Context: an optimization exercise on an open-source flow, tuned for small area. The choices shown serve that exercise and are no tape-out recipe.
The RTL was checked by simulation tests, not by an equivalence proof against the original design.
Power and IR drop assume default switching activity.

$ cat flow/run.sh
#!/bin/bash
# Own layout flow: the standard synthesis, then its logic between the registers
# replaced by a hand-mapped netlist of the same function (flow/gen_netlist.py),
# then the standard flow from floorplan to finish, with the smallest buffer
# on the ports. Each tool's output goes to a log file of its own here.
set -euo pipefail
R=orfs/results/${FLOW_PLATFORM}/gpioTop/base

bash standard.sh synth > synth_standard.log 2>&1

cp "$R/1_2_yosys.v" standard_1_2_yosys.v
if python3 flow/gen_netlist.py standard_1_2_yosys.v hand_1_2_yosys.v > gen_netlist.log 2>&1; then
  cp hand_1_2_yosys.v "$R/1_2_yosys.v"
  touch "$R/1_2_yosys.v"
  rm -f "$R/1_synth.odb" "$R/1_synth.sdc"
else
  echo "gen_netlist failed; keeping the standard netlist" >> gen_netlist.log
fi

export CTS_ARGS="-sink_clustering_enable -repair_clock_nets -buf_list sky130_fd_sc_hd__clkbuf_8 -sink_clustering_size 15 -sink_clustering_max_diameter 80 -dont_use_dummy_load"
BUFFER_PORTS_ARGS="-buffer_cell sky130_fd_sc_hd__buf_1" bash standard.sh finish > flow_standard.log 2>&1
$ cat flow/gen_netlist.py
#!/usr/bin/env python3
"""Write a hand-mapped gate netlist of gpioTop.

usage: gen_netlist.py STANDARD_NETLIST OUT_NETLIST

STANDARD_NETLIST is the standard synthesis of the version's RTL (1_2_yosys.v).
The registers are taken from it unchanged: the same instance names and cell
types, each with its own clock and reset. Only the logic between them is
replaced, with the same function as the RTL, mapped by hand onto sky130hd
cells. Exits non-zero, writing nothing, if the registers are not the ones
this mapping expects.
"""

import re
import sys

N = 32
P = "sky130_fd_sc_hd__"


def parse_regs(text):
    """{instance name: (cell type, {pin: net})} for every flip-flop."""
    regs = {}
    pat = re.compile(r"\b(" + P + r"(?:dfrtp|dfxtp|edfxtp)_\d)\s+(\\\S+|\w+)\s*\((.*?)\);", re.S)
    for m in pat.finditer(text):
        pins = dict((p, v.strip()) for p, v in re.findall(r"\.(\w+)\(([^()]*)\)", m.group(3)))
        regs[m.group(2)] = (m.group(1), pins)
    return regs


class Net:
    def __init__(self):
        self.lines = []
        self.wires = []
        self.count = 0

    def wire(self, name=None):
        if name is None:
            self.count += 1
            name = "n%d" % self.count
        self.wires.append(name)
        return name

    def cell(self, typ, out_pin, **pins):
        y = self.wire()
        self.inst(typ, **pins, **{out_pin: y})
        return y

    def inst(self, typ, name=None, **pins):
        self.count += 1
        if name is None:
            name = "g%d" % self.count
        conns = ", ".join(".%s(%s)" % (p, v) for p, v in pins.items())
        self.lines.append("  %s%s %s (%s);" % (P, typ, name, conns))

    # Gates by function
    def inv(self, a): return self.cell("inv_2", "Y", A=a)  # same area as inv_1
    def nand2(self, a, b): return self.cell("nand2_1", "Y", A=a, B=b)
    def nand3(self, a, b, c): return self.cell("nand3_1", "Y", A=a, B=b, C=c)
    def nand4(self, a, b, c, d): return self.cell("nand4_1", "Y", A=a, B=b, C=c, D=d)
    def nor2(self, a, b): return self.cell("nor2_1", "Y", A=a, B=b)
    def nor3(self, a, b, c): return self.cell("nor3_1", "Y", A=a, B=b, C=c)
    def nor4(self, a, b, c, d): return self.cell("nor4_1", "Y", A=a, B=b, C=c, D=d)
    def nor2b(self, a, bn): return self.cell("nor2b_1", "Y", A=a, B_N=bn)        # ~a & bn
    def nor3b(self, a, b, cn): return self.cell("nor3b_1", "Y", A=a, B=b, C_N=cn)  # ~a & ~b & cn
    def nand3b(self, an, b, c): return self.cell("nand3b_1", "Y", A_N=an, B=b, C=c)  # an | ~b | ~c
    def and2(self, a, b): return self.cell("and2_1", "X", A=a, B=b)
    def and3(self, a, b, c): return self.cell("and3_1", "X", A=a, B=b, C=c)
    def and4(self, a, b, c, d): return self.cell("and4_1", "X", A=a, B=b, C=c, D=d)
    def or2(self, a, b): return self.cell("or2_1", "X", A=a, B=b)
    def or3(self, a, b, c): return self.cell("or3_1", "X", A=a, B=b, C=c)
    def xor2(self, a, b): return self.cell("xor2_1", "X", A=a, B=b)
    def xnor2(self, a, b): return self.cell("xnor2_1", "Y", A=a, B=b)
    def o21ai(self, a1, a2, b1): return self.cell("o21ai_0", "Y", A1=a1, A2=a2, B1=b1)  # ~((a1|a2)&b1)
    def o21a(self, a1, a2, b1): return self.cell("o21a_1", "X", A1=a1, A2=a2, B1=b1)    # (a1|a2)&b1
    def a21boi(self, a1, a2, b1n): return self.cell("a21boi_0", "Y", A1=a1, A2=a2, B1_N=b1n)  # ~(a1&a2 | ~b1n)
    def a22oi(self, a1, a2, b1, b2): return self.cell("a22oi_1", "Y", A1=a1, A2=a2, B1=b1, B2=b2)
    def a222oi(self, a1, a2, b1, b2, c1, c2):
        return self.cell("a222oi_1", "Y", A1=a1, A2=a2, B1=b1, B2=b2, C1=c1, C2=c2)
    def a32oi(self, a1, a2, a3, b1, b2):
        return self.cell("a32oi_1", "Y", A1=a1, A2=a2, A3=a3, B1=b1, B2=b2)

    def nand_all(self, ins):
        """~&ins, positive output for a list of inverted terms: returns OR of the terms."""
        groups = [ins[i:i + 4] for i in range(0, len(ins), 4)]
        outs = []
        for g in groups:
            if len(g) == 4:
                outs.append(self.nand4(*g))
            elif len(g) == 3:
                outs.append(self.nand3(*g))
            elif len(g) == 2:
                outs.append(self.nand2(*g))
            else:
                outs.append(self.inv(g[0]))
        return outs


def main():
    src, dst = sys.argv[1], sys.argv[2]
    text = open(src).read()
    regs = parse_regs(text)

    def find(pattern, typ):
        names = [k for k in regs if re.fullmatch(pattern, k)]
        if len(names) != 1:
            raise SystemExit("register %s: found %d" % (pattern, len(names)))
        name = names[0]
        if regs[name][0] != P + typ:
            raise SystemExit("register %s is %s, expected %s" % (name, regs[name][0], typ))
        return name

    esc = re.escape
    r_cfg = [find(esc("\\core0.regFile0.cfg[%d]" % k) + r"\$_\w+", "dfrtp_1") for k in range(8 * N)]
    r_out = [find(esc("\\core0.regFile0.outReg[%d]" % i) + r"\$_\w+", "edfxtp_1") for i in range(N)]
    r_ov = find(esc("\\core0.regFile0.outValid") + r"\$_\w+", "dfrtp_1")
    r_meta = [find(esc("\\core0.inSync0.metaIn[%d]" % i) + r"\$_\w+", "dfrtp_1") for i in range(N)]
    r_sync = [find(esc("\\core0.inSync0.syncIn[%d]" % i) + r"\$_\w+", "dfxtp_1") for i in range(N)]
    r_prev = [find(esc("\\core0.inSync0.prevIn[%d]" % i) + r"\$_\w+", "dfxtp_1") for i in range(N)]
    r_flag = [find(esc("\\core0.irq0.genPin[%d].flag" % i) + r"\$_\w+", "dfxtp_1") for i in range(N)]
    r_setup = find(esc("\\core0.ctrl0.setupSeen") + r"\$_\w+", "dfxtp_1")
    expected = 8 * N + 5 * N + 2
    if len(regs) != expected:
        raise SystemExit("found %d registers, expected %d" % (len(regs), expected))

    n = Net()

    # Register outputs
    cfg = [n.wire("q_cfg_%d" % k) for k in range(8 * N)]
    outq = [n.wire("q_out_%d" % i) for i in range(N)]
    ov = n.wire("q_ov")
    meta = [n.wire("q_meta_%d" % i) for i in range(N)]
    S = [n.wire("q_sync_%d" % i) for i in range(N)]
    Pv = [n.wire("q_prev_%d" % i) for i in range(N)]
    F = [n.wire("q_flag_%d" % i) for i in range(N)]
    ss = n.wire("q_setup")

    a = ["paddr[%d]" % k for k in range(8)]
    wd = ["pwdata[%d]" % k for k in range(32)]

    # Bus control
    d_setup = n.nor2b("penable", "psel")                  # psel & ~penable
    wrEnN = n.nand4("psel", "penable", "pwrite", ss)

    an = {k: n.inv(a[k]) for k in range(8)}

    # Pin decode: A from paddr[3:2] (with paddr[7]=0), B from paddr[6:4]
    rAn = []
    wA = []
    for j in range(4):
        l3 = a[3] if j & 2 else an[3]
        l2 = a[2] if j & 1 else an[2]
        x = n.nand3(an[7], l3, l2)
        rAn.append(x)
        wA.append(n.nor2(x, wrEnN))                       # write to cfg, paddr[3:2]==j
    Bn = []
    B = []
    for g in range(8):
        l = [a[6] if g & 4 else an[6], a[5] if g & 2 else an[5], a[4] if g & 1 else an[4]]
        Bn.append(n.nand3(*l))
        B.append(n.nor3(*[an[6] if g & 4 else a[6], an[5] if g & 2 else a[5], an[4] if g & 1 else a[4]]))

    rs = []
    wen = []
    for i in range(N):
        j, g = i % 4, i // 4
        rs.append(n.nor2(rAn[j], Bn[g]))
        wen.append(n.nand2(wA[j], B[g]))

    # 0x80 / 0x90 / 0xA0: 1 0 a5 a4 0 0 0 0. The selects drive a gate in
    # every pin, so each comes from an inverter.
    lo0 = n.nor4(a[3], a[2], a[1], a[0])
    hb = n.and3(a[7], an[6], lo0)
    selIrqN = n.nand3(hb, an[5], an[4])
    selIrq = n.inv(selIrqN)
    selIn = n.inv(n.nand3(hb, an[5], a[4]))
    selOut = n.and3(hb, a[5], an[4])
    selOutV = n.inv(n.nand2(selOut, ov))
    irqClr = n.inv(n.or2(wrEnN, selIrqN))
    weOut = n.inv(n.nand3(n.inv(wrEnN), hb, n.nor2(an[5], a[4])))
    d_ov = n.or2(ov, weOut)

    # Write data of a configuration byte, stored re-encoded: bit 6 = wd6 ^ wd7
    enc6 = n.xor2(wd[6], wd[7])
    cwdn = [n.inv(wd[k]) for k in range(8)]
    cwdn[6] = n.inv(enc6)

    # Stored byte of the addressed pin: per bit an AND-OR of 32 one-hot terms
    colp = []  # positive partial ORs per bit
    for b in range(8):
        terms = []
        for t in range(0, N, 3):
            idx = list(range(t, min(t + 3, N)))
            if len(idx) == 3:
                terms.append(n.a222oi(rs[idx[0]], cfg[8 * idx[0] + b], rs[idx[1]], cfg[8 * idx[1] + b],
                                      rs[idx[2]], cfg[8 * idx[2] + b]))
            else:
                terms.append(n.a22oi(rs[idx[0]], cfg[8 * idx[0] + b], rs[idx[1]], cfg[8 * idx[1] + b]))
        colp.append(n.nand_all(terms))
    cs = {}
    csN = {}
    for b in range(8):
        p = colp[b]
        assert len(p) == 3
        if b in (3, 5, 6, 7):
            cs[b] = n.or3(*p)
        else:
            csN[b] = n.nor3(*p)

    # The written byte keeps intEn and intType of the pin
    same = n.nor4(n.xor2(cs[3], wd[3]), n.xor2(cs[5], wd[5]), n.xor2(cs[6], enc6), n.xor2(cs[7], wd[7]))

    ivs = []
    lines_out = []
    for i in range(N):
        c = cfg[8 * i: 8 * i + 8]
        outEn, inEn, bufEn, en, d, aa, e = c[0], c[1], c[2], c[3], c[5], c[6], c[7]

        # Configuration byte, written when wen is low
        for b in range(8):
            k = 8 * i + b
            hold = n.nand2(wen[i], cfg[k])
            dk = n.o21ai(wen[i], cwdn[b], hold)
            regs[r_cfg[k]][1]["D"] = dk

        # Interrupt
        x = n.xor2(S[i], Pv[i])
        nse = n.nor2(S[i], e)
        v = n.xnor2(d, nse)                              # d ^ (S | e)
        hitN = n.nand3(aa, v, x)
        lvl = n.nor3b(aa, e, v)                          # ~a & ~e & v
        clrn = n.nand2(irqClr, wd[i])
        y = n.a21boi(F[i], clrn, hitN)                   # ~(F & clrn | hit)
        kill = n.nor2(wen[i], same)
        regs[r_flag[i]][1]["D"] = n.nor2(y, kill)
        iv = n.o21a(F[i], lvl, en)
        ivs.append(iv)
        lines_out.append("  assign intVec[%d] = %s;" % (i, iv))

        # Pins
        lines_out.append("  assign gpioOut[%d] = %s;" % (i, n.and3(outq[i], ov, outEn)))
        lines_out.append("  assign gpioOe[%d] = %s;" % (i, n.and2(outEn, bufEn)))

        # Read data
        n1 = n.a32oi(selIn, S[i], inEn, selOutV, outq[i])
        n2 = n.nand2(selIrq, iv)
        if i >= 8:
            r = n.nand2(n1, n2)
        elif i == 6:
            r = n.nand3(n.xnor2(cs[6], cs[7]), n1, n2)
        elif i in cs:
            r = n.nand3b(cs[i], n1, n2)
        else:
            r = n.nand3(csN[i], n1, n2)
        lines_out.append("  assign prdata[%d] = %s;" % (i, r))

        # Synchroniser
        regs[r_meta[i]][1]["D"] = "gpioIn[%d]" % i
        regs[r_sync[i]][1]["D"] = meta[i]
        regs[r_prev[i]][1]["D"] = S[i]
        regs[r_out[i]][1]["D"] = wd[i]
        regs[r_out[i]][1]["DE"] = weOut

    # intOr
    l1 = [n.nor4(*ivs[k:k + 4]) for k in range(0, N, 4)]
    l2 = [n.nand4(*l1[k:k + 4]) for k in range(0, 8, 4)]
    lines_out.append("  assign intOr = %s;" % n.or2(*l2))

    regs[r_ov][1]["D"] = d_ov
    regs[r_setup][1]["D"] = d_setup

    # Register outputs onto our nets
    qmap = {}
    for k in range(8 * N):
        qmap[r_cfg[k]] = cfg[k]
    for i in range(N):
        qmap[r_out[i]] = outq[i]
        qmap[r_meta[i]] = meta[i]
        qmap[r_sync[i]] = S[i]
        qmap[r_prev[i]] = Pv[i]
        qmap[r_flag[i]] = F[i]
    qmap[r_ov] = ov
    qmap[r_setup] = ss

    reg_lines = []
    for name, (typ, pins) in regs.items():
        pins = dict(pins)
        pins["Q"] = qmap[name]
        pins["CLK"] = "PCLK"
        if "RESET_B" in pins:
            pins["RESET_B"] = "arstN"
        conns = ", ".join(".%s(%s)" % (p, v) for p, v in sorted(pins.items()))
        reg_lines.append("  %s %s  (%s);" % (typ, name, conns))

    out = []
    out.append("module gpioTop(PCLK, arstN, psel, penable, pwrite, paddr, pwdata, gpioIn, prdata, gpioOut, gpioOe, intVec, intOr);")
    out.append("  input PCLK;\n  input arstN;\n  input psel;\n  input penable;\n  input pwrite;")
    out.append("  input [7:0] paddr;\n  input [31:0] pwdata;\n  input [31:0] gpioIn;")
    out.append("  output [31:0] prdata;\n  output [31:0] gpioOut;\n  output [31:0] gpioOe;\n  output [31:0] intVec;\n  output intOr;")
    # Output ports are driven straight by their gates: no assign statements
    ren = {}
    for l in lines_out:
        m = re.fullmatch(r"  assign (\w+\[\d+\]|\w+) = (\w+);", l)
        ren[m.group(2)] = m.group(1)
    def sub(line):
        return re.sub(r"\((n\d+)\)", lambda m: "(%s)" % ren.get(m.group(1), m.group(1)), line)
    for w in n.wires:
        if w not in ren:
            out.append("  wire %s;" % w)
    out.extend(sub(l) for l in reg_lines)
    out.extend(sub(l) for l in n.lines)
    out.append("endmodule")
    open(dst, "w").write("\n".join(out) + "\n")


if __name__ == "__main__":
    main()
$ cat standard.sh
#!/bin/bash
# synth_recipe.tcl (not shown) runs the flow's synth.tcl, then flattens the netlist and writes it again
# the make line also repeats each setting of config.mk as NAME=value (left out here)
make -C /OpenROAD-flow-scripts/flow DESIGN_CONFIG=/design/flow/config.mk WORK_HOME=/design/flow/orfs CLKGATE_MAP_FILE= SYNTH_SCRIPT=/design/flow/synth_recipe.tcl "${@:-finish}"
$ cat config.mk
export PLATFORM = sky130hd
export DESIGN_NAME = gpioTop
export DESIGN_NICKNAME = gpioTop
export VERILOG_FILES = /design/flow/design.v
export SDC_FILE = /design/flow/constraint.sdc
export NUM_CORES = 4
export LEC_CHECK = 0
export ABC_AREA = 1
export CAP_MARGIN = 0
export CORE_MARGIN = 2
export CORE_UTILIZATION = 80
export CTS_BUF_LIST = sky130_fd_sc_hd__clkbuf_8
export CTS_CLUSTER_DIAMETER = 80
export CTS_CLUSTER_SIZE = 15
export SLEW_MARGIN = 0
$ cat constraint.sdc
create_clock -name core_clock -period 10.0 [get_ports {PCLK}]
set_input_delay 2.0000 -clock core_clock [delete_from_list [all_inputs] [get_ports {PCLK}]]
set_output_delay 2.0000 -clock core_clock [all_outputs]
set_load 0.01 [all_outputs]
$ cat design.v
`default_nettype none
package gpioPkg;
  typedef logic [32-1:0] pinVec_t;
  typedef logic [32-1:0] apbData_t;
  typedef logic [8-1:0] apbAddr_t;
  typedef struct packed
  {
    logic sel;
    logic enable;
    logic write;
    apbAddr_t addr;
    apbData_t wdata;
  } apbReq_t;
endpackage
`default_nettype wire
`timescale 1ns/10ps
`default_nettype none
module gpioApbControl
(
  input  logic             PCLK,
  input  gpioPkg::apbReq_t apb,
  output logic             wrEn,
  output logic             selCfg,
  output logic             selIrq,
  output logic             selIn,
  output logic             selOut
);
  logic setupSeen;
  logic hiBase;
  always_ff @(posedge PCLK)
    setupSeen <= apb.sel & ~apb.enable;
  assign wrEn = apb.sel & apb.enable & apb.write & setupSeen;
  assign hiBase = apb.addr[7] & ~apb.addr[6] & (apb.addr[3:0] == 4'h0);
  assign selCfg = ~apb.addr[7];
  assign selIrq = hiBase & (apb.addr[5:4] == 2'b00);
  assign selIn  = hiBase & (apb.addr[5:4] == 2'b01);
  assign selOut = hiBase & (apb.addr[5:4] == 2'b10);
endmodule
`default_nettype wire
`timescale 1ns/10ps
`default_nettype none
module gpioRegFile
(
  input  logic                      PCLK,
  input  logic                      arstN,
  input  logic                      wrEn,
  input  logic                      selCfg,
  input  logic                      selOut,
  input  logic [4:0]                idx,
  input  gpioPkg::apbData_t         wdata,
  output logic [32-1:0]   cfgWr,
  output logic [8*32-1:0] cfg,
  output gpioPkg::pinVec_t          outReg,
  output logic                      outValid,
  output gpioPkg::pinVec_t          gpioOut,
  output gpioPkg::pinVec_t          gpioOe
);
  logic [7:0] cfgWdata;
  assign cfgWdata = {wdata[7], wdata[6] ^ wdata[7], wdata[5:0]};
  for (genvar i = 0; i < 32; i++)
  begin : genCfg
    assign cfgWr[i] = wrEn & selCfg & (idx == 5'(i));
    always_ff @(posedge PCLK or negedge arstN)
    begin
      if (!arstN)
        cfg[8*i +: 8] <= '0;
      else if (cfgWr[i])
        cfg[8*i +: 8] <= cfgWdata;
    end
  end
  always_ff @(posedge PCLK)
  begin
    if (wrEn & selOut)
      outReg <= wdata[32-1:0];
  end
  always_ff @(posedge PCLK or negedge arstN)
  begin
    if (!arstN)
      outValid <= 1'b0;
    else if (wrEn & selOut)
      outValid <= 1'b1;
  end
  for (genvar i = 0; i < 32; i++)
  begin : genPin
    assign gpioOut[i] = outReg[i] & outValid & cfg[8*i];
    assign gpioOe[i] = cfg[8*i] & cfg[8*i+2];
  end
endmodule
`default_nettype wire
`timescale 1ns/10ps
`default_nettype none
module gpioInputSync
(
  input  logic             PCLK,
  input  logic             arstN,
  input  gpioPkg::pinVec_t gpioIn,
  output gpioPkg::pinVec_t syncIn,
  output gpioPkg::pinVec_t prevIn
);
  gpioPkg::pinVec_t metaIn;
  always_ff @(posedge PCLK or negedge arstN)
  begin
    if (!arstN)
      metaIn <= '0;
    else
      metaIn <= gpioIn;
  end
  always_ff @(posedge PCLK)
  begin
    syncIn <= metaIn;
    prevIn <= syncIn;
  end
endmodule
`default_nettype wire
`timescale 1ns/10ps
`default_nettype none
module gpioIrqDetect
(
  input  logic                      PCLK,
  input  logic [8*32-1:0] cfg,
  input  gpioPkg::pinVec_t          syncIn,
  input  gpioPkg::pinVec_t          prevIn,
  input  logic [32-1:0]   cfgWr,
  input  logic                      cfgSame,
  input  logic                      irqClr,
  input  gpioPkg::apbData_t         wdata,
  output gpioPkg::pinVec_t          intVec,
  output logic                      intOr
);
  for (genvar i = 0; i < 32; i++)
  begin : genPin
    logic en, d, a, e;
    logic v;
    logic hit;
    logic lvl;
    logic kill;
    logic flag;
    assign en = cfg[8*i+3];
    assign d  = cfg[8*i+5];
    assign a  = cfg[8*i+6];
    assign e  = cfg[8*i+7];
    assign v = d ^ (syncIn[i] | e);
    assign hit = a & v & (syncIn[i] ^ prevIn[i]);
    assign lvl = ~a & ~e & v;
    assign kill = cfgWr[i] & ~cfgSame;
    always_ff @(posedge PCLK)
      flag <= ~kill & (hit | (flag & ~(irqClr & wdata[i])));
    assign intVec[i] = en & (flag | lvl);
  end
  assign intOr = |intVec;
endmodule
`default_nettype wire
`timescale 1ns/10ps
`default_nettype none
module gpioReadMux
(
  input  logic                      selCfg,
  input  logic                      selIrq,
  input  logic                      selIn,
  input  logic                      selOut,
  input  logic [4:0]                idx,
  input  logic [8*32-1:0] cfg,
  input  gpioPkg::pinVec_t          intVec,
  input  gpioPkg::pinVec_t          syncIn,
  input  gpioPkg::pinVec_t          outReg,
  output logic [7:0]                cfgSel,
  output gpioPkg::apbData_t         rdata
);
  logic [7:0] cfgByte;
  always_comb
  begin
    cfgSel = '0;
    for (int i = 0; i < 32; i++)
      if (idx == 5'(i))
        cfgSel = cfg[8*i +: 8];
  end
  assign cfgByte = {cfgSel[7], cfgSel[6] ^ cfgSel[7], cfgSel[5:0]};
  for (genvar i = 0; i < 32; i++)
  begin : genBit
    logic fromCfg;
    if (i < 8)
      assign fromCfg = selCfg & cfgByte[i];
    else
      assign fromCfg = 1'b0;
    assign rdata[i] = fromCfg
                    | (selIrq & intVec[i])
                    | (selIn & syncIn[i] & cfg[8*i+1])
                    | (selOut & outReg[i]);
  end
endmodule
`default_nettype wire
`timescale 1ns/10ps
`default_nettype none
module gpioCore
(
  input  logic              PCLK,
  input  logic              arstN,
  input  gpioPkg::apbReq_t  apb,
  input  gpioPkg::pinVec_t  gpioIn,
  output gpioPkg::apbData_t rdata,
  output gpioPkg::pinVec_t  gpioOut,
  output gpioPkg::pinVec_t  gpioOe,
  output gpioPkg::pinVec_t  intVec,
  output logic              intOr
);
  logic                      wrEn;
  logic                      selCfg, selIrq, selIn, selOut;
  logic [32-1:0]   cfgWr;
  logic [8*32-1:0] cfg;
  logic [7:0]                cfgSel;
  logic                      cfgSame;
  gpioPkg::pinVec_t          outReg;
  logic                      outValid;
  gpioPkg::pinVec_t          syncIn;
  gpioPkg::pinVec_t          prevIn;
  gpioApbControl ctrl0
  (
    .PCLK   (PCLK),
    .apb    (apb),
    .wrEn   (wrEn),
    .selCfg (selCfg),
    .selIrq (selIrq),
    .selIn  (selIn),
    .selOut (selOut)
  );
  gpioRegFile regFile0
  (
    .PCLK     (PCLK),
    .arstN    (arstN),
    .wrEn     (wrEn),
    .selCfg   (selCfg),
    .selOut   (selOut),
    .idx      (apb.addr[6:2]),
    .wdata    (apb.wdata),
    .cfgWr    (cfgWr),
    .cfg      (cfg),
    .outReg   (outReg),
    .outValid (outValid),
    .gpioOut  (gpioOut),
    .gpioOe   (gpioOe)
  );
  gpioInputSync inSync0
  (
    .PCLK   (PCLK),
    .arstN  (arstN),
    .gpioIn (gpioIn),
    .syncIn (syncIn),
    .prevIn (prevIn)
  );
  assign cfgSame = (cfgSel[3] == apb.wdata[3]) && (cfgSel[5] == apb.wdata[5]) &&
                   (cfgSel[6] == (apb.wdata[6] ^ apb.wdata[7])) && (cfgSel[7] == apb.wdata[7]);
  gpioIrqDetect irq0
  (
    .PCLK    (PCLK),
    .cfg     (cfg),
    .syncIn  (syncIn),
    .prevIn  (prevIn),
    .cfgWr   (cfgWr),
    .cfgSame (cfgSame),
    .irqClr  (wrEn & selIrq),
    .wdata   (apb.wdata),
    .intVec  (intVec),
    .intOr   (intOr)
  );
  gpioReadMux readMux0
  (
    .selCfg (selCfg),
    .selIrq (selIrq),
    .selIn  (selIn),
    .selOut (selOut & outValid),
    .idx    (apb.addr[6:2]),
    .cfg    (cfg),
    .intVec (intVec),
    .syncIn (syncIn),
    .outReg (outReg),
    .cfgSel (cfgSel),
    .rdata  (rdata)
  );
endmodule
`default_nettype wire
`timescale 1ns/10ps
`default_nettype none
module gpioTop
(
  input  logic                        PCLK,
  input  logic                        arstN,
  input  logic                        psel,
  input  logic                        penable,
  input  logic                        pwrite,
  input  logic [8-1:0] paddr,
  input  logic [32-1:0]  pwdata,
  input  logic [32-1:0]     gpioIn,
  output logic [32-1:0]  prdata,
  output logic [32-1:0]     gpioOut,
  output logic [32-1:0]     gpioOe,
  output logic [32-1:0]     intVec,
  output logic                        intOr
);
  gpioPkg::apbReq_t apb;
  always_comb
  begin
    apb.sel = psel;
    apb.enable = penable;
    apb.write = pwrite;
    apb.addr = paddr;
    apb.wdata = pwdata;
  end
  gpioCore core0
  (
    .PCLK    (PCLK),
    .arstN   (arstN),
    .apb     (apb),
    .gpioIn  (gpioIn),
    .rdata   (prdata),
    .gpioOut (gpioOut),
    .gpioOe  (gpioOe),
    .intVec  (intVec),
    .intOr   (intOr)
  );
endmodule
`default_nettype wire
==> results of run 1 <==
## stage by stage
| stage | area, um^2 | hold WS (ps) | instances | power (mW) |
|---|---|---|---|---|
| after floorplan | 16900 | 324 | 1668 | 1.86 |
| after global placement | 18100 | 325 | 2153 | 1.94 |
| after detailed placement | 18100 | 328 | 2153 | 1.96 |
| after CTS | 18500 | 352 | 2184 | 2.71 |
| after global routing | 18500 | 355 | 2188 | 2.80 |
| final | 18500 | 351 | 2190 | 2.74 |
## sequential cells by signal, indices dropped and copies added (netlist names)
name and count:
core0.regFile0.cfg 256, core0.inSync0.metaIn 32, core0.inSync0.prevIn 32, core0.inSync0.syncIn 32, core0.irq0.genPin.flag 32, core0.regFile0.outReg 32, core0.ctrl0.setupSeen 1, core0.regFile0.outValid 1
## worst min path at each step
| stage | from | to | depth (start not counted) |
|---|---|---|---|
| after floorplan | core0.inSync0.metaIn[0] | core0.inSync0.syncIn[0] | 0 |
| after global placement | core0.inSync0.metaIn[23] | core0.inSync0.syncIn[23] | 0 |
| after detailed placement | core0.inSync0.metaIn[16] | core0.inSync0.syncIn[16] | 0 |
| after CTS | core0.inSync0.metaIn[14] | core0.inSync0.syncIn[14] | 0 |
| after global routing | core0.inSync0.metaIn[21] | core0.inSync0.syncIn[21] | 0 |
| final | core0.inSync0.metaIn[17] | core0.inSync0.syncIn[17] | 0 |
## layer usage
metal / vias to the layer above / share of wire / GRT usage
met3: 596 / 0.18 / 0.211
met4: 0 / 0.091 / 0.402
met5: - / 0 / 0
li1: 6525 / - / -
met1: 7568 / 0.31 / 0.685
met2: 1987 / 0.43 / 0.795
## layout make-up
class | instances | area (um^2)
antenna | 6 | 15.0
fill | 954 | 2370
multi-input combinational | 1230 | 6700
clock buffer | 31 | 427
sequential | 418 | 10100
inverter | 20 | 75.1
timing repair buffer | 210 | 823
tap | 275 | 344
## where the power goes
part,internal [mW],leakage (nW),switching (mW)
Combinational,0.0409,2.51,0.116
Sequential,1.74,5.05,0.0422
Clock,0.276,0.223,0.525
## layout by cell type (no fill, tap or decap), drive strengths merged
cell,count
nand2,377
dfrtp,289
o21ai,256
buf,209
nor2,133
dfxtp,97
a222oi,80
nand3,60
xor2,37
and3,34
xnor2,33
edfxtp,32
nor3b,32
a21boi,32
o21a,32
and2,32
a32oi,32
clkbuf,32
inv,20
nand4,19
nor3,12
nor4,10
a22oi,8
diode,6
or3,4
or2,3
nand3b,3
nor2b,1
==> flow_metrics.tcl, run 1 <==
set metrics [dict create \
    status "complete, no violations" \
    nNetsFinal 1988 \
    min_path_type "register to register" \
    finalWorstSetupSlack_ps 3290 \
    portBuffers 205 \
    startpoint "paddr[5]" \
    crit_chain "buf_1 -> inv_2 -> nand3_1 -> nor2_1 -> a222oi_1 -> nand4_1 -> or3_1 -> xnor2_1 -> nand3_1 -> buf_1" \
    critPathMaxFanout 11 \
    r2r-end "core0.regFile0.cfg[213]" \
    cp.arrival_ps 4710 \
    core_area_um2 20900 \
    fin_skew_ps 26.2 \
    period_minus_slack_ps 6710 \
    gp_congestion 1.08 \
    via_per_inst 7.61 \
    clock-sinks 418 \
    max_freq_ghz 0.149 \
    routed_wl_mm 61.6 \
    cts-root-buf "clkbuf_8" \
    syn_area_um2 16900 \
    worst_setup_path_start_kind "input pin" \
    crit_path_max_incr_delay_ps 520 \
    dr.pass1.iters 17 \
    hold_viol 0 \
    cp_num_buf_inv 3 \
    path_class "input pin to output pin" \
    vias 16700 \
    synth_cells 1668 \
    peakVddDrop_uv 158 \
    syn_nets 1745 \
    ant_nets 0 \
    post-route-period-util 0.671 \
    setup_tns_ps 0 \
    worst_pin_slew_ps 1160 \
    postCtsSetupRepairBufs 0 \
    r2r-start "core0.ctrl0.setupSeen" \
    drc 0 \
    r2r_slack_ps 6960 \
    fin_util 0.887 \
    worst_setup_path_end_kind "output pin" \
    cp_slowest_cell "or3_1" \
    finalSetupViolations 0 \
    grtUsageTotal 0.552 \
    row_count 53 \
    overflow 0 \
    grt_pass1_vias 16300 \
    p_leak_nw 7.78 \
    dp_hpwl_mm 39.3 \
    cts_resized 0 \
    clk_path_buf_depth 3 \
    cp.required_ps 8000 \
    die_area_um2 22300 \
    cp.depth 10 \
    grt_pass1_wl_mm 92.1 \
    initial_core_util 0.809 \
    area.growth.synth_to_final_pct 9.55 \
    drt-initial-drc-count 2968 \
    drv_cap 0 \
    insertion_delay_ps 640 \
    cellPowerDensity_nw_per_um2 148 \
    maxSlewHeadroom 0.228 \
    synth.yosys.warnings 6 \
    pin_count 206 \
    die_h_um 149 \
    path_delay_family "simple AND/OR/NAND/NOR gates" \
    hold_buffers 0 \
    die_x_um 149 \
    clk_transition_reported_paths_ps 100 \
    rsz0062_at_grt "no" \
    htreeDepth 1 \
    wl_per_cell_um 28.1 \
    cts_tree "yes" \
    numCtsBuffers 31 \
    grt_start_max_net_pins 135 \
    avgSynthCellArea_um2 10.1 \
    drv_slew 0 \
    worst-r2r-cell-count 4 \
    drive_above_1_share 0.0304 \
    critPathCapture "prdata[6]" \
    antenna_found_initial 4 \
    dp_slack_ps 3530 \
]
==> inputs of run 2 (changes only) <==
--- a/flow/run.sh
+++ b/flow/run.sh
@@ -19,3 +19,3 @@
 
-export CTS_ARGS="-sink_clustering_enable -repair_clock_nets -buf_list sky130_fd_sc_hd__clkbuf_8 -sink_clustering_size 15 -sink_clustering_max_diameter 80 -dont_use_dummy_load"
+export CTS_ARGS="-sink_clustering_enable -repair_clock_nets -buf_list sky130_fd_sc_hd__clkbuf_8 -sink_clustering_size 16 -sink_clustering_max_diameter 80 -dont_use_dummy_load"
 BUFFER_PORTS_ARGS="-buffer_cell sky130_fd_sc_hd__buf_1" bash standard.sh finish > flow_standard.log 2>&1
--- a/config.mk
+++ b/config.mk
@@ -10,6 +10,6 @@
 export CORE_MARGIN = 2
-export CORE_UTILIZATION = 80
+export CORE_UTILIZATION = 70
 export CTS_BUF_LIST = sky130_fd_sc_hd__clkbuf_8
 export CTS_CLUSTER_DIAMETER = 80
-export CTS_CLUSTER_SIZE = 15
+export CTS_CLUSTER_SIZE = 16
 export SLEW_MARGIN = 0
==> flow_metrics.tcl, run 2 <==
set metrics [dict create \
    die_h_um 159 \
    rsz0062_at_grt "no" \
    core_area_um2 23600 \
    postCtsSetupRepairBufs 0 \
    setup_tns_ps 0 \
    r2r_slack_ps 7210 \
    die_x_um 159 \
    avgSynthCellArea_um2 10.1 \
    overflow 0 \
    hold_buffers 0 \
    critPathMaxFanout 9 \
    clk_path_buf_depth 3 \
    hold_viol 0 \
    worst_setup_path_end_kind "output pin" \
    pin_count 206 \
    drv_slew 0 \
    p_leak_nw 7.78 \
    regArea_um2 10100 \
    insertion_delay_ps 630 \
    vias 15000 \
    post-route-period-util 0.671 \
    finalSetupViolations 0 \
    min_from "core0.inSync0.syncIn[26]" \
    row_count 56 \
    syn_nets 1745 \
    worst_setup_path_start_kind "input pin" \
    grt_pass1_wl_mm 80.8 \
    synth.yosys.warnings 6 \
    r2r-end "core0.irq0.genPin[4].flag" \
    drt-initial-drc-count 2852 \
    grt_start_max_net_pins 88 \
    wl_per_cell_um 23.6 \
    drv_cap 0 \
    dp_hpwl_mm 36.1 \
    multiInputGateArea_um2 6700 \
    cp.required_ps 8000 \
    final_common_cell "nand2_1" \
    largest_reg_flops 256 \
    portBuffers 205 \
    ant_nets 0 \
    grt_pass1_vias 13900 \
    peakVddDrop_uv 129 \
    fin_cells 2234 \
    fill_cells 1640 \
    synth_cells 1668 \
    max_freq_ghz 0.149 \
    path_class "input pin to output pin" \
    worst-r2r-cell-count 8 \
    maxSlewHeadroom 0.259 \
    cts-root-buf "clkbuf_8" \
    cp.arrival_ps 4710 \
    numCtsBuffers 30 \
    antenna_found_initial 5 \
    syn_area_um2 16900 \
    place_inst 2198 \
    drive_above_1_share 0.0304 \
    htreeDepth 1 \
    dr.pass1.iters 15 \
    cts_tree "yes" \
    grtUsageTotal 0.409 \
    drc 0 \
    initial_core_util 0.716 \
    clock-sinks 418 \
    period_minus_slack_ps 6710 \
    fin_skew_ps 57.4 \
    nNetsFinal 1988 \
    min_to "core0.inSync0.prevIn[26]" \
    routed_wl_mm 52.7 \
    gp_congestion 1.07 \
    cellPowerDensity_nw_per_um2 145 \
    top_register "core0.regFile0.cfg" \
    mostFrequentLayoutCells "377 x nand2_1, 289 x dfrtp_1, 256 x o21ai_0" \
    cts_resized 0 \
    area.growth.synth_to_final_pct 9.77 \
    hold_path_depth 0 \
    die_area_um2 25400 \
    clk_transition_reported_paths_ps 90 \
    status "complete, no violations" \
    startpoint "paddr[7]" \
    worst_pin_slew_ps 1110 \
    via_per_inst 6.72 \
    r2r-start "core0.regFile0.cfg[150]" \
    min_path_type "register to register" \
]
run 2: changes by cell type in the layout (fill, tap and decap cells not counted), sizes merged:
cell / delta
buf: +1
clkbuf: -1
run 2: cell type report:
type | count | area share
antenna | 6 | 0.000809
sequential | 418 | 0.546
inverter | 20 | 0.00405
tap | 319 | 0.0215
multi-input combinational | 1230 | 0.361
clock buffer | 30 | 0.0222
timing repair buffer | 211 | 0.0441
run 2: how the worst max path moves through the flow:
stage,endpoint,cells past startpoint
finish,prdata[6],10
global route,prdata[6],10
CTS,prdata[6],10
detailed placement,prdata[6],10
global placement,prdata[6],10
floorplan,core0.irq0.genPin[0].flag,10
run 2: report_power, final:
| group | leakage, nW | internal [mW] | total [mW] | switching, mW |
|---|---|---|---|---|
| Sequential | 5.05 | 1.74 | 1.78 | 0.0378 |
| Clock | 0.216 | 0.267 | 0.772 | 0.505 |
| Combinational | 2.51 | 0.0406 | 0.144 | 0.103 |
run 2: critical path, cell delays in order:
cell and delay (ps):
buf_1 190, inv_2 80, nand3_1 390, nor2_1 250, a222oi_1 540, nand4_1 230
or3_1 530, xnor2_1 260, nand3_1 110, buf_1 140
run 2: routing by layer:
| metal | GRT usage | wire [um] |
|---|---|---|
| met1 | 0.597 | 20400 |
| met2 | 0.617 | 23000 |
| met3 | 0.0748 | 6740 |
| met4 | 0.164 | 2480 |
| met5 | 0 | 0 |
run 2: per-stage QoR:
step	power, mW	hold WS [ps]	worst slack, ps	utilization	cell area, um^2
2_1_floorplan	1.86	324	3990	-	16900
3_3_place_gp	1.95	325	3620	0.768	18100
3_5_place_dp	1.95	327	3490	0.768	18100
4_1_cts	2.69	330	3480	0.785	18500
5_1_grt	2.78	341	3240	0.786	18600
6_report	2.69	338	3290	0.786	18600

[port drivers added, routing unchanged]
How much do the figures lean on ideal ports? The routed layouts below were timed once more, with nothing changed but the port constraints.
Step 1 (the two cells are an assumption about what drives the block):
set clk [get_ports {PCLK}]
set_driving_cell -lib_cell sky130_fd_sc_hd__clkbuf_16 $clk
set_driving_cell -lib_cell sky130_fd_sc_hd__buf_2 [delete_from_list [all_inputs] $clk]
Step 2 times the ports against the registers' clock, not the clock port: input delays grow and output delays shrink by t, the midpoint of the rising clock arrivals with the driver on.
Three values: no drivers, after step 1, after step 2; two values: the first two.
run	t, ns	slack for setup (ns)	clock arrival spread, ns	worst register clock-pin slew, ns
run 1	0.673	3.293 / 3.192 / 3.192	0.027 / 0.026	0.11 / 0.11
run 2	0.650	3.293 / 3.220 / 3.220	0.063 / 0.062	0.11 / 0.11
After both steps setup and hold are still met in every run listed. For run 1, which loses most, drivers alone change the setup slack by -0.101 ns; drivers and shift together by -0.101 ns.
